Source: an optimization exercise on an open RTL-to-GDS flow (aim: small area, a short achievable clock period and few clock cycles). Production flows keep margins and buffers that such runs may drop.
The RTL was checked by simulation tests, not by an equivalence proof against the original design.

## cordic_atan_vec
module cordic_atan_vec
#(
    parameter int unsigned SIn  = 5,
    parameter int unsigned SMid = 7
) (
    input  logic        clock,
    input  logic        aclr,
    input  logic        clk_en,
    input  logic        start,
    input  logic [31:0] dataa,
    input  logic [31:0] datab,
    output logic [31:0] result,
    output logic        done
);
export LEC_CHECK = 0
export ABC_AREA = 1
export CAP_MARGIN = 20
export CORE_MARGIN = 2
export CORE_UTILIZATION = 65
export PLACE_DENSITY = 0.75
export SETUP_SLACK_MARGIN = 5
export SLEW_MARGIN = 20
create_clock -name core_clock -period 22.0 [get_ports {clock}]
standard.sh (not shown) runs the stock make flow with config.mk's settings and CLKGATE_MAP_FILE= SYNTH_SCRIPT=/design/flow/synth_recipe.tcl, a recipe that flattens the netlist after the stock synthesis.
==> flow/flow/run.sh <==
#!/bin/bash
set -euo pipefail
sed -e 's|"${@:-finish}"|BUFFER_PORTS_ARGS="-buffer_cell sky130_fd_sc_hd__buf_2" "${@:-finish}"|' \
    standard.sh > standard_ports.sh
grep -q 'BUFFER_PORTS_ARGS="-buffer_cell sky130_fd_sc_hd__buf_2"' standard_ports.sh
bash standard_ports.sh > standard.log 2>&1
The baseline went through all stages and came out clean.
Testbench counts at the start, summed over its fixed seeds: cycles 1,600.
Then changed:
- TNS_END_PERCENT: default -> 0
Effect:
- worst setup slack improves by 0.076 ns
- design area barely changes
- sequential share of layout area stays flat
- die area is unchanged
- utilization stays flat
- hold slack stays flat
- final cell count stays flat
- synthesized area is unchanged
- non-clock buffer count does not change
Then changed:
==> flow/run.sh (new file) <==
#!/bin/bash
# synth_recipe.tcl (not shown) runs the flow's synth.tcl, then flattens the netlist and writes it again
# the make line also repeats each setting of config.mk as NAME=value (left out here)
make -C /OpenROAD-flow-scripts/flow DESIGN_CONFIG=/design/flow/config.mk WORK_HOME=/design/flow/orfs CLKGATE_MAP_FILE= SYNTH_SCRIPT=/design/flow/synth_recipe.tcl finish
- TNS_END_PERCENT: 0 -> default
removed: flow/flow/run.sh
removed: flow/standard.sh
After rerunning: Global-route usage came out higher by 0.37 points; maximum frequency hardly moves; register-to-register slack improved by 0.02 ns; synthesized cell count stays the same; final cell count barely changes; die area does not change; first-iteration DRC count came out lower by 13%; core utilization is higher by 0.99 points.
Then changed:
==> flow/flow/run.sh (new file) <==
#!/bin/bash
set -euo pipefail
sed -e 's|"${@:-finish}"|BUFFER_PORTS_ARGS="-buffer_cell sky130_fd_sc_hd__buf_2" "${@:-finish}"|' \
    -e 's|SETUP_SLACK_MARGIN=5 |SETUP_SLACK_MARGIN=5.5 |' \
    standard.sh > standard_ports.sh
grep -q 'BUFFER_PORTS_ARGS="-buffer_cell sky130_fd_sc_hd__buf_2"' standard_ports.sh
grep -q 'SETUP_SLACK_MARGIN=5.5 ' standard_ports.sh
bash standard_ports.sh > standard.log 2>&1
==> flow/standard.sh (new file) <==
#!/bin/bash
# synth_recipe.tcl (not shown) runs the flow's synth.tcl, then flattens the netlist and writes it again
# the make line also repeats each setting of config.mk as NAME=value (left out here)
make -C /OpenROAD-flow-scripts/flow DESIGN_CONFIG=/design/flow/config.mk WORK_HOME=/design/flow/orfs CLKGATE_MAP_FILE= SYNTH_SCRIPT=/design/flow/synth_recipe.tcl "${@:-finish}"
removed: flow/run.sh
=> The new run finished clean; global-route usage climbs by 0.12 points; routed wire length climbs by about 5.5%; worst setup slack is better by 0.087 ns; worst hold slack hardly moves; cell count climbs by about 2.6%; sequential share of layout area drops by 0.26 points; synthesized cell count stays the same; flip-flop and latch count does not change; first-iteration DRC count climbs by 25%; cell area climbs by about 3.7%; critical path depth drops by 2.


## P
cordic_atan_vec again, from the RTL that the note above started with.
==> flow/config.mk <==
export PLATFORM = sky130hd
export DESIGN_NAME = cordic_atan_vec
export DESIGN_NICKNAME = cordic_atan_vec
export VERILOG_FILES = /design/flow/design.v
export SDC_FILE = /design/flow/constraint.sdc
export NUM_CORES = 4
export LEC_CHECK = 0
export ABC_AREA = 1
export CAP_MARGIN = 10
export CORE_MARGIN = 2
export CORE_UTILIZATION = 65
export PLACE_DENSITY = 0.75
export SETUP_SLACK_MARGIN = 5
export SLEW_MARGIN = 10
export TNS_END_PERCENT = 10
==> flow/constraint.sdc <==
create_clock -name core_clock -period 22.0 [get_ports {clock}]
set_input_delay 4.4000 -clock core_clock [delete_from_list [all_inputs] [get_ports {clock}]]
set_output_delay 4.4000 -clock core_clock [all_outputs]
set_load 0.01 [all_outputs]
==> flow/flow/run.sh <==
#!/bin/bash
set -euo pipefail
sed -e 's|"${@:-finish}"|BUFFER_PORTS_ARGS="-buffer_cell sky130_fd_sc_hd__buf_2" "${@:-finish}"|' \
    standard.sh > standard_ports.sh
grep -q 'BUFFER_PORTS_ARGS="-buffer_cell sky130_fd_sc_hd__buf_2"' standard_ports.sh
bash standard_ports.sh > standard.log 2>&1
P: flow completed, timing, DRC and antenna clean
Testbench counts of P, summed over its fixed seeds: cycles 1,600.
What Q does differently from P at the input level:
- SLEW_MARGIN changed from 10 to 20
- CAP_MARGIN changed from 10 to 20
==> run summary <==
- Compared Q against P; sequential cell area within noise.
- The met2 layer wire length in the routed design on Q is in line with that on P.
- The iteration count of the initial detailed-routing pass in Q was higher than what P gave.
- Taking P as the reference, in Q via count essentially unchanged, final-layout fill cell count barely changed, non-clock buffering overhead in the final layout shows no meaningful change, met1 wire length ~0 delta.


== north ==
The RTL this note starts from:
==> flow/design.v <==
package cordic_pkg;
    localparam int unsigned XW    = 22;
    localparam int unsigned YW    = 21;
    localparam int unsigned ZW    = 23;
    localparam int unsigned FRAC  = 20;
    localparam int unsigned ITERS = 16;
    localparam logic [31:0] NAN_Q = 32'h7FC0_0000;
    function automatic int unsigned yw(input int i);
        yw = (i < 4) ? YW : 24 - i;
    endfunction
    function automatic logic [ZW-1:0] atan_lut(input int i);
        case (i)
            0:       atan_lut = 23'h0C90FE;
            1:       atan_lut = 23'h076B1A;
            2:       atan_lut = 23'h03EB6F;
            3:       atan_lut = 23'h01FD5C;
            4:       atan_lut = 23'h00FFAB;
            5:       atan_lut = 23'h007FF5;
            6:       atan_lut = 23'h003FFF;
            7:       atan_lut = 23'h002000;
            8:       atan_lut = 23'h001000;
            9:       atan_lut = 23'h000800;
            10:      atan_lut = 23'h000400;
            11:      atan_lut = 23'h000200;
            12:      atan_lut = 23'h000100;
            13:      atan_lut = 23'h000080;
            14:      atan_lut = 23'h000040;
            15:      atan_lut = 23'h000020;
            default: atan_lut = '0;
        endcase
    endfunction
endpackage
import cordic_pkg::*;
module cordic_vec_stage #(
    parameter int unsigned I  = 0,
    parameter int unsigned WI = YW,
    parameter int unsigned WO = YW
) (
    input  logic [XW-1:0] x,
    input  logic [WI-1:0] y,
    output logic [XW-1:0] x_nxt,
    output logic [WO-1:0] y_nxt,
    output logic          pos
);
    logic          neg;
    logic [XW+I+WI-1:0] yext;
    logic [XW-1:0] ysh;
    logic [XW-1:0] xsh;
    logic [XW:0]   xsum;
    logic [WO:0]   ysum;
    assign neg = y[WI-1];
    assign yext = {{(XW+I){y[WI-1]}}, y};
    assign ysh  = yext[I +: XW];    
    assign xsh = x >> I;
    assign xsum  = {x, 1'b1} + {ysh ^ {XW{neg}}, neg};
    assign ysum  = {y[WO-1:0], 1'b1} + {xsh[WO-1:0] ^ {WO{~neg}}, ~neg};
    assign x_nxt = xsum[XW:1];
    assign y_nxt = ysum[WO:1];
    assign pos   = ~neg;
endmodule
import cordic_pkg::*;
module cordic_atan_vec
#(
    parameter int unsigned SIn  = 4,
    parameter int unsigned SMid = 8
) (
    input  logic        clock,
    input  logic        aclr,
    input  logic        clk_en,
    input  logic        start,
    input  logic [31:0] dataa,
    input  logic [31:0] datab,
    output logic [31:0] result,
    output logic        done
);
    localparam int unsigned S1 = SIn;
    localparam int unsigned S2 = SIn + SMid;
    localparam int unsigned MW = 21;     
    function automatic logic [FRAC-1:0] fix_mag(input logic [30:0] f);
        logic [20:0] sh;
        sh = {1'b1, f[22:3]} >> (~f[27:23]);
        if (f[30:23] >= 8'd127)      fix_mag = '1;
        else if (f[30:28] == 3'b011) fix_mag = sh[FRAC-1:0];
        else                         fix_mag = '0;
    endfunction
    logic              operand_err;
    logic [FRAC-1:0]   xmag, ymag;
    logic              yneg;
    logic [XW-1:0]     x1;
    logic [YW:0]       y1sum;
    logic [YW-1:0]     y1;
    assign operand_err = dataa[31] || (dataa[30:23] == 8'h00) ||
                         (dataa[30:23] == 8'hFF) || (datab[30:23] == 8'hFF);
    assign xmag = fix_mag(dataa[30:0]);
    assign ymag = fix_mag(datab[30:0]);
    assign yneg  = datab[31] && (ymag != '0);
    assign x1    = XW'(xmag) + XW'(ymag);
    assign y1sum = {{1'b0, ymag} ^ {YW{yneg}}, 1'b1} + {{1'b0, xmag} ^ {YW{~yneg}}, 1'b1};
    assign y1    = y1sum[YW:1];
    logic [XW-1:0]    xi [ITERS];
    logic [YW-1:0]    yi [ITERS];
    logic [XW-1:0]    xo [ITERS];
    logic [YW-1:0]    yo [ITERS];
    logic [ITERS-1:0] po;
    logic [XW-1:0]    r0_x, r1_x;
    logic [YW-1:0]    r0_y, r1_y;
    logic [ITERS-1:0] r0_p, r1_p;
    logic             r0_err, r1_err;
    logic             s1_q, r1v_q, done_q;
    assign xo[0] = x1;
    assign yo[0] = y1;
    assign po[0] = !yneg;
    for (genvar k = 1; k < ITERS; k++) begin : g_stage
        if (k == S1) begin : g_r0
            assign xi[k] = r0_x;
            assign yi[k] = r0_y;
        end else if (k == S2) begin : g_r1
            assign xi[k] = r1_x;
            assign yi[k] = r1_y;
        end else begin : g_chain
            assign xi[k] = xo[k-1];
            assign yi[k] = yo[k-1];
        end
        localparam int unsigned WI = cordic_pkg::yw(k);
        localparam int unsigned WO = cordic_pkg::yw(k + 1);
        logic [WO-1:0] y_nxt;
        logic [YW+WO-1:0] y_ext;
        cordic_vec_stage #(.I(k), .WI(WI), .WO(WO)) u_stage (
            .x     (xi[k]),
            .y     (yi[k][WI-1:0]),
            .x_nxt (xo[k]),
            .y_nxt (y_nxt),
            .pos   (po[k])
        );
        assign y_ext = {{YW{y_nxt[WO-1]}}, y_nxt};
        assign yo[k] = y_ext[YW-1:0];
    end
    logic [XW-1:0]    c0_x, c1_x;
    logic [YW-1:0]    c0_y, c1_y;
    logic [ITERS-1:0] c0_p, c1_p, fin_p;
    assign c0_x = xo[S1-1];
    assign c0_y = yo[S1-1];
    assign c1_x = xo[S2-1];
    assign c1_y = yo[S2-1];
    for (genvar k = 0; k < ITERS; k++) begin : g_pos
        assign c0_p[k]  = (k < S1) ? po[k] : 1'b0;
        assign c1_p[k]  = (k < S1) ? r0_p[k] : (k < S2) ? po[k] : 1'b0;
        assign fin_p[k] = (k < S2) ? r1_p[k] : po[k];
    end
    always_ff @(posedge clock) begin
        r0_x   <= c0_x;
        r0_y   <= c0_y;
        r0_p   <= c0_p;
        r0_err <= operand_err;
        if (s1_q) begin
            r1_x   <= c1_x;
            r1_y   <= c1_y;
            r1_p   <= c1_p;
            r1_err <= r0_err;
        end
    end
    always_ff @(posedge clock) begin
        if (aclr) begin
            s1_q   <= 1'b0;
            r1v_q  <= 1'b0;
            done_q <= 1'b0;
        end else begin
            s1_q <= clk_en && start;
            if (clk_en) begin
                r1v_q  <= 1'b0;
                done_q <= !start && (done_q || s1_q || r1v_q);
            end else begin
                r1v_q  <= r1v_q || s1_q;
            end
        end
    end
    localparam logic [ZW-1:0] ASum = 23'h1BE462;   
    function automatic logic [ZW-1:0] zpart(input int lo, input int n,
                                            input int v, input logic [ZW-1:0] base);
        zpart = base;
        for (int j = 0; j < n; j++) begin
            if (v[j]) zpart = zpart + ZW'(cordic_pkg::atan_lut(lo + j) << 1);
        end
    endfunction
    logic [ZW-1:0] g1_tab [16];
    logic [ZW-1:0] g2_tab [8];
    for (genvar v = 0; v < 16; v++) begin : g_g1
        assign g1_tab[v] = zpart(0, 4, v, ZW'(-ASum));
    end
    for (genvar v = 0; v < 8; v++) begin : g_g2
        assign g2_tab[v] = zpart(4, 3, v, '0);
    end
    logic [ZW-1:0] zc, z;
    assign zc = g1_tab[fin_p[3:0]] + g2_tab[fin_p[6:4]];
    assign z  = zc + ZW'({fin_p[7], fin_p[8], fin_p[9], fin_p[10], fin_p[11],
                          fin_p[12], fin_p[13], fin_p[14], fin_p[15], 6'b0});
    logic [MW-1:0] m, n1, n2, n3, n4, n5;
    logic [4:0]    lz;
    assign m  = z[ZW-1] ? MW'(-z) : z[MW-1:0];
    assign lz[4] = (m[MW-1 -: 16] == '0);
    assign n1    = lz[4] ? (m << 16) : m;
    assign lz[3] = (n1[MW-1 -: 8] == '0);
    assign n2    = lz[3] ? (n1 << 8) : n1;
    assign lz[2] = (n2[MW-1 -: 4] == '0);
    assign n3    = lz[2] ? (n2 << 4) : n2;
    assign lz[1] = (n3[MW-1 -: 2] == '0);
    assign n4    = lz[1] ? (n3 << 2) : n3;
    assign lz[0] = !n4[MW-1];
    assign n5    = lz[0] ? (n4 << 1) : n4;
    always_comb begin
        if (r1_err)          result = NAN_Q;
        else if (!n5[MW-1])  result = 32'h0;
        else                 result = {z[ZW-1], 8'(127 + MW - 1 - FRAC) - 8'(lz), n5[MW-2:0], 3'b0};
    end
    assign done = done_q;
endmodule
make LEC_CHECK=0 ABC_AREA=1 CAP_MARGIN=20 CORE_MARGIN=2 CORE_UTILIZATION=50 PLACE_DENSITY=0.6 SLEW_MARGIN=20 finish   # period 22.0 ns
run.sh (not shown) runs the stock make flow with config.mk's settings and CLKGATE_MAP_FILE= SYNTH_SCRIPT=/design/flow/synth_recipe.tcl, a recipe that flattens the netlist after the stock synthesis.
Stock flow here: none of the scripts above is used.
Testbench counts of north, summed over its fixed seeds: cycles 1,600.
Input-level comparison between south and north:
diff --git a/flow/config.mk b/flow/config.mk
--- a/flow/config.mk
+++ b/flow/config.mk
@@ -12,0 +13 @@
+export SETUP_SLACK_MARGIN = 5
## What came out
- south has completed all stages; timing, DRC and antenna checks passed.
- Sequential share of layout area (south over north): decrease, 0.40 points
- south against north: final worst-path cycle share decreased by 16 points relative to the old numbers, die footprint shows no meaningful change, peak per-stage delay on the critical path picked up an extra 20 ps.
--- input diff south..east ---
diff --git a/flow/config.mk b/flow/config.mk
--- a/flow/config.mk
+++ b/flow/config.mk
@@ -11,2 +11,3 @@
-export CORE_UTILIZATION = 50
-export PLACE_DENSITY = 0.6
+export CORE_UTILIZATION = 65
+export GPL_ROUTABILITY_DRIVEN = 0
+export PLACE_DENSITY = 0.75
Results
Compared south against east; number of multi-input logic gates within noise.
For the core utilization of the finished layout, east came in 15 points higher than south did.
Largest net degree at the start of global routing, south and east: smaller value in south
--- input diff east..west ---
diff --git a/flow/config.mk b/flow/config.mk
--- a/flow/config.mk
+++ b/flow/config.mk
@@ -11,3 +11,2 @@
-export CORE_UTILIZATION = 65
-export GPL_ROUTABILITY_DRIVEN = 0
-export PLACE_DENSITY = 0.75
+export CORE_UTILIZATION = 72
+export PLACE_DENSITY = 0.82
--- outcome ---
west finished end to end and its layout was clean on timing, DRC and antenna.
Compared with east, west degrades worst path setup slack after routing.
Looking at wire length of the first global-routing pass, west sits 4.9% above east.
[west vs east] final-layout worst hold slack: higher in west
Arrival time of the worst setup path for west is higher than for east.
[west vs east] fmax: lower in west
east has a higher cell count than west.
Area of the multi-input gates for west is higher than for east.
--- input diff west..middle ---
diff --git a/flow/config.mk b/flow/config.mk
--- a/flow/config.mk
+++ b/flow/config.mk
@@ -11,2 +11,2 @@
-export CORE_UTILIZATION = 72
-export PLACE_DENSITY = 0.82
+export CORE_UTILIZATION = 65
+export PLACE_DENSITY = 0.75
Results
On middle: maximum fanout encountered on the critical timing path is 1 higher than what west gave. middle has worst setup slack after layout above what west had. Re number of library cell types mapped by synthesis: no difference whatsoever between west and middle. Of middle and west, the lower data arrival time at the worst-slack endpoint belongs to middle. west -> middle: non-clock buffer total of the final layout decreased by more than 10%. The number of DRC violations after detailed-routing iteration 0 of middle was superior to that of west. middle and west ended up with nearly the same source-to-sink clock delay at the later pin of the worst-skew pair.

==> port drivers added, routing unchanged <==
The flow's constraints put no driver on any port. The routed layouts listed below were extracted and timed again, unchanged, in two steps. Step 1: set_driving_cell puts a clkbuf_16 on clock and a buf_2 on each other input, an assumption about the parent block. Step 2 adds t to the input delays and takes it off the output delays; t is the mean of the earliest and latest rising clock arrival at the registers after step 1. Input paths then give back, and output paths get back, about the clock's delay inside the block. a / b / c = ideal ports / drivers / drivers and shift; a / b = the first two.
run	t (ns)	setup slack, ns	hold slack, ns	worst setup path after step 2	cell pins on the clock port's net
the first run of note 1	0.422	5.581 / 5.529 / 5.225	0.404 / 0.404 / 0.404	input to register	1
the second run of note 1	0.420	5.658 / 5.605 / 5.233	0.404 / 0.404 / 0.404	input to register	1
the third run of note 1	0.429	5.618 / 5.565 / 5.258	0.408 / 0.408 / 0.408	input to register	1
the fourth run of note 1	0.420	5.705 / 5.652 / 5.356	0.405 / 0.405 / 0.405	input to register	1
P	0.421	5.621 / 5.569 / 5.225	0.404 / 0.404 / 0.404	input to register	1
Q	0.421	5.620 / 5.568 / 5.217	0.404 / 0.404 / 0.404	input to register	1
north	0.446	1.941 / 1.880 / 2.326	0.400 / 0.400 / 0.400	register to output	1
south	0.445	5.543 / 5.483 / 5.594	0.405 / 0.405 / 0.405	input to register	1
east	0.454	5.348 / 5.284 / 5.609	0.406 / 0.406 / 0.406	input to register	1
west	0.458	4.155 / 4.092 / 4.550	0.436 / 0.436 / 0.436	register to output	1
middle	0.443	5.620 / 5.558 / 5.419	0.412 / 0.412 / 0.412	input to register	1
After both steps setup and hold are still met in every run listed. For the second run of note 1, which loses most, drivers alone change the setup slack by -0.053 ns; drivers and shift together by -0.425 ns.
